Background: an optimization exercise with open tools, aiming at small area, a short achievable clock period and few clock cycles per item. Do not read the settings as production practice.
Only simulation tests tie the RTL to the original design; equivalence was not proved.
Power is estimated from default activity; no workload was simulated.

Design mc_mem_responder, start of the top module:
module mc_mem_responder #(
  parameter int unsigned ADDR_WIDTH = 6,
  parameter int unsigned LATENCY    = 2
) (
  input  logic        clk,
  input  logic        reset,
  input  logic        req,
  input  logic        we,
  input  logic [31:0] addr,
  input  logic [31:0] wdata,
  output logic [31:0] rdata,
  output logic        ack,
  output logic        err,
  output logic        busy
);
Size in the first run: roughly 5600 cells after synthesis, about 2000 flip-flops.
make LEC_CHECK=0 CAP_MARGIN=20 CORE_MARGIN=2 CORE_UTILIZATION=40 SETUP_SLACK_MARGIN=1.5 SLEW_MARGIN=20 SYNTH_HIERARCHICAL=1 SYNTH_MINIMUM_KEEP_SIZE=0 finish   # period 5.0 ns
run.sh (not shown) runs the stock make flow with config.mk's settings and CLKGATE_MAP_FILE= SYNTH_SCRIPT=/design/flow/synth_recipe.tcl, a recipe that flattens the netlist after the stock synthesis.
The first run ran to the end with violations: setup timing.
Testbench counts at the start, summed over its fixed seeds: cycles 8,192, accesses 8,192.
==> next run, changes <==
SETUP_SLACK_MARGIN = not set   (was 1.5)
Result:
- The new run finished but fails on setup timing
- utilization fell by 2.0 points
- non-clock buffer count drops by 226
- via count shrinks by 2.4%
- clock skew does not change
- design area came out lower by 3.8%

* * *

The RTL this note starts from:
==> flow/design.v <==
module mc_mem_bit (
  input  logic clk,
  input  logic sel,
  input  logic keep,
  input  logic d,
  output logic q
);
  always_ff @(posedge clk)
    q <= (q | sel) & (d | keep);
endmodule
module mc_mem_aoi8 (
  input  logic [7:0] s,
  input  logic [7:0] d,
  output logic       y
);
  assign y = |(s & d);
endmodule
module mc_mem_nor2 (
  input  logic [1:0] a,
  output logic       y
);
  assign y = !(|a);
endmodule
module mc_mem_nand4 (
  input  logic [3:0] a,
  output logic       y
);
  assign y = !(&a);
endmodule
module mc_mem_rdbit (
  input  logic [63:0] sel,
  input  logic [63:0] d,
  output logic        y
);
  logic [7:0] p1;    
  logic [3:0] n2;    
  for (genvar i = 0; i < 8; i++) begin : g_l1
    mc_mem_aoi8 u (.s(sel[8*i +: 8]), .d(d[8*i +: 8]), .y(p1[i]));
  end
  for (genvar i = 0; i < 4; i++) begin : g_l2
    mc_mem_nor2 u (.a(p1[2*i +: 2]), .y(n2[i]));
  end
  mc_mem_nand4 u_l3 (.a(n2), .y(y));
endmodule
module mc_mem_responder #(
  parameter int unsigned ADDR_WIDTH = 6,
  parameter int unsigned LATENCY    = 2
) (
  input  logic        clk,
  input  logic        reset,
  input  logic        req,
  input  logic        we,
  input  logic [31:0] addr,
  input  logic [31:0] wdata,
  output logic [31:0] rdata,
  output logic        ack,
  output logic        err,
  output logic        busy
);
  localparam int WORDS = 2**ADDR_WIDTH;
  logic [31:0]           mem [WORDS];
  logic [ADDR_WIDTH-1:0] idx;
  logic                  misal;
  logic                  wr;
  logic [WORDS-1:0]      dec;
  logic unused_addr_hi;
  assign unused_addr_hi = ^addr[31:ADDR_WIDTH+2];
  assign idx   = addr[ADDR_WIDTH+1:2];
  assign misal = |addr[1:0];
  assign wr    = reset && req && we && !misal;
  assign ack   = req && reset;
  assign busy  = req && reset;
  assign err   = misal;
  always_comb
    for (int r = 0; r < WORDS; r++)
      dec[r] = (idx == ADDR_WIDTH'(r));
  for (genvar b = 0; b < 32; b++) begin : g_rd
    logic [WORDS-1:0] col;
    for (genvar r = 0; r < WORDS; r++) begin : g_col
      assign col[r] = mem[r][b];
    end
    mc_mem_rdbit u_rd (
      .sel(dec),
      .d  (col),
      .y  (rdata[b])
    );
  end
  for (genvar r = 0; r < WORDS; r++) begin : g_word
    logic sel;
    assign sel = wr && dec[r];
    for (genvar b = 0; b < 32; b++) begin : g_bit
      mc_mem_bit u_bit (
        .clk (clk),
        .sel (sel),
        .keep(!sel),
        .d   (wdata[b]),
        .q   (mem[r][b])
      );
    end
  end
endmodule
make LEC_CHECK=0 CAP_MARGIN=20 CORE_MARGIN=2 CORE_UTILIZATION=65 SETUP_SLACK_MARGIN=1.0 SLEW_MARGIN=20 SYNTH_HIERARCHICAL=1 SYNTH_MINIMUM_KEEP_SIZE=0 finish   # period 5.0 ns
Testbench counts at the start, summed over its fixed seeds: cycles 8,192, accesses 8,192.
Edit:
Settings changed: CORE_UTILIZATION 65 to 40, SETUP_SLACK_MARGIN 1.0 to unset.
The changed run finished with negative setup slack left; sequential power stays flat; sequential cell count does not change; critical path depth is unchanged; setup slack got worse by 0.22 ns; clock-buffer cell count grows by 19; power rose by 0.49%; die area grows by 62%; cell area stays flat; combinational power falls by about 6%; first-iteration DRC count is lower by 28%.

* * *

== job 4152 ==
Another version of the RTL of mc_mem_responder (not shown whole).
Size in the first run: ~2000 flip-flops, ~70000 sq um of cells after synthesis.
==> flow/design.v (excerpt) <==
module mc_mem_responder #(
  parameter int unsigned ADDR_WIDTH = 6,
  parameter int unsigned LATENCY    = 2
) (
  input  logic        clk,
  input  logic        reset,
  input  logic        req,
  input  logic        we,
  input  logic [31:0] addr,
  input  logic [31:0] wdata,
  output logic [31:0] rdata,
  output logic        ack,
  output logic        err,
  output logic        busy
);
export LEC_CHECK = 0
export CAP_MARGIN = 20
export CORE_MARGIN = 2
export CORE_UTILIZATION = 55
export SETUP_SLACK_MARGIN = 1.0
export SLEW_MARGIN = 20
export SYNTH_HIERARCHICAL = 1
export SYNTH_MINIMUM_KEEP_SIZE = 0
create_clock -name core_clock -period 5.0 [get_ports {clk}]
Testbench counts of job 4152, summed over its fixed seeds: cycles 8,192, accesses 8,192.
> inputs changed (job 4152 -> job 8943)
Settings: setting CTS_BUF_LIST to sky130_fd_sc_hd__clkbuf_4 sky130_fd_sc_hd__clkbuf_8 for the first time; changing CAP_MARGIN from 20 to 0; changing SLEW_MARGIN from 20 to 0; setting CTS_CLUSTER_SIZE to 24 for the first time.
### Flow results
Final checks on job 8943, whose flow otherwise completed, came back failing, citing max-slew violations.
Final period demand of the worst path delta for job 8943 relative to job 4152: 7.9 ps higher
In job 8943 the via total after detailed routing turned out 1051 higher than in job 4152.
Power consumption: job 8943 < job 4152
In terms of post-cts repair resize count, job 8943 and job 4152 differ only marginally.
Job 8943 vs job 4152: routed length on met3 down in job 8943
Job 8943 ends up with a worst setup slack that is 7.9 ps lower than in job 4152.
For job 4152, the path class of the lowest-slack min-delay path was reg -> reg, unlike job 8943, where it was in -> reg.
Changes observed in job 8943 relative to job 4152: sequential share of layout area barely changed, number of buffers between clock root and the deepest sink climbed 1, first-pass GRT wire length barely changed.
Changes in job 3134 relative to job 8943:
Settings: SLEW_MARGIN changed from 0 to 20; CORE_UTILIZATION changed from 55 to 60; CTS_CLUSTER_DIAMETER newly set to 90; CTS_BUF_LIST removed (was sky130_fd_sc_hd__clkbuf_4 sky130_fd_sc_hd__clkbuf_8); CAP_MARGIN changed from 0 to 20.
### Flow results
Apart from job 8943, each of job 3134 and job 8943 ends the flow with a layout that passes the timing, DRC and antenna checks. Layout checks on job 8943: not met. Flow itself completed; violations: max-slew violations. Of the two candidates, job 8943 has the worse internal power contribution and job 3134 the better one. Taking job 8943 as the reference, in job 3134 number of buffers added by the clock tree synthesis step decreased by 242 relative to the old numbers; average wire length per cell after detail routing fell about 0.5%. | detailed-routing iteration count for the pre-antenna-repair pass | job 3134 vs job 8943 | 2 higher |. Of job 3134 and job 8943, it is job 3134 that has the higher fmax. Between job 8943 and job 3134, the flow reports count of clock-buffer cells in the layout decreasing by more than half.

-- static timing again, ports no longer ideal --
The results above use ideal ports. As a check the final layouts listed here were re-extracted and re-timed, cells and wires unchanged. Step 1 assumes that a clkbuf_16 drives the clock port and a buf_2 every other input. Step 2 moves the port delays by t, midway between the first and last clock arrival at a register: inputs arrive t later, outputs are due t later. That takes back most of the time a late clock gives input paths. Three values: ideal, step 1, step 2; two values: the first two.
run | shift t [ns] | setup slack, ns | worst hold slack (ns) | clock arrival spread, ns | cell pins on the clock port's net
the first run of note 1 | 0.943 | -0.081 / -0.164 / -0.164 | 0.471 / 0.471 / 0.471 | 0.088 / 0.089 | 1
the second run of note 1 | 0.924 | -0.089 / -0.115 / -0.115 | 0.469 / 0.469 / 0.469 | 0.040 / 0.041 | 1
the first run of note 2 | 0.871 | 0.208 / 0.173 / 0.173 | 0.471 / 0.471 / 0.471 | 0.027 / 0.027 | 1
the second run of note 2 | 0.888 | -0.010 / -0.032 / -0.032 | 0.471 / 0.471 / 0.471 | 0.036 / 0.036 | 1
job 4152 | 0.902 | 0.804 / 0.755 / 0.755 | 0.470 / 0.470 / 0.470 | 0.028 / 0.028 | 1
job 8943 | 1.086 | 0.796 / 0.739 / 0.739 | 0.423 / 0.356 / 0.471 | 0.050 / 0.049 | 1
job 3134 | 0.800 | 0.878 / 0.838 / 0.838 | 0.479 / 0.479 / 0.479 | 0.031 / 0.031 | 1
For the first run of note 1, which loses most, drivers alone change the setup slack by -0.083 ns; drivers and shift together by -0.083 ns.
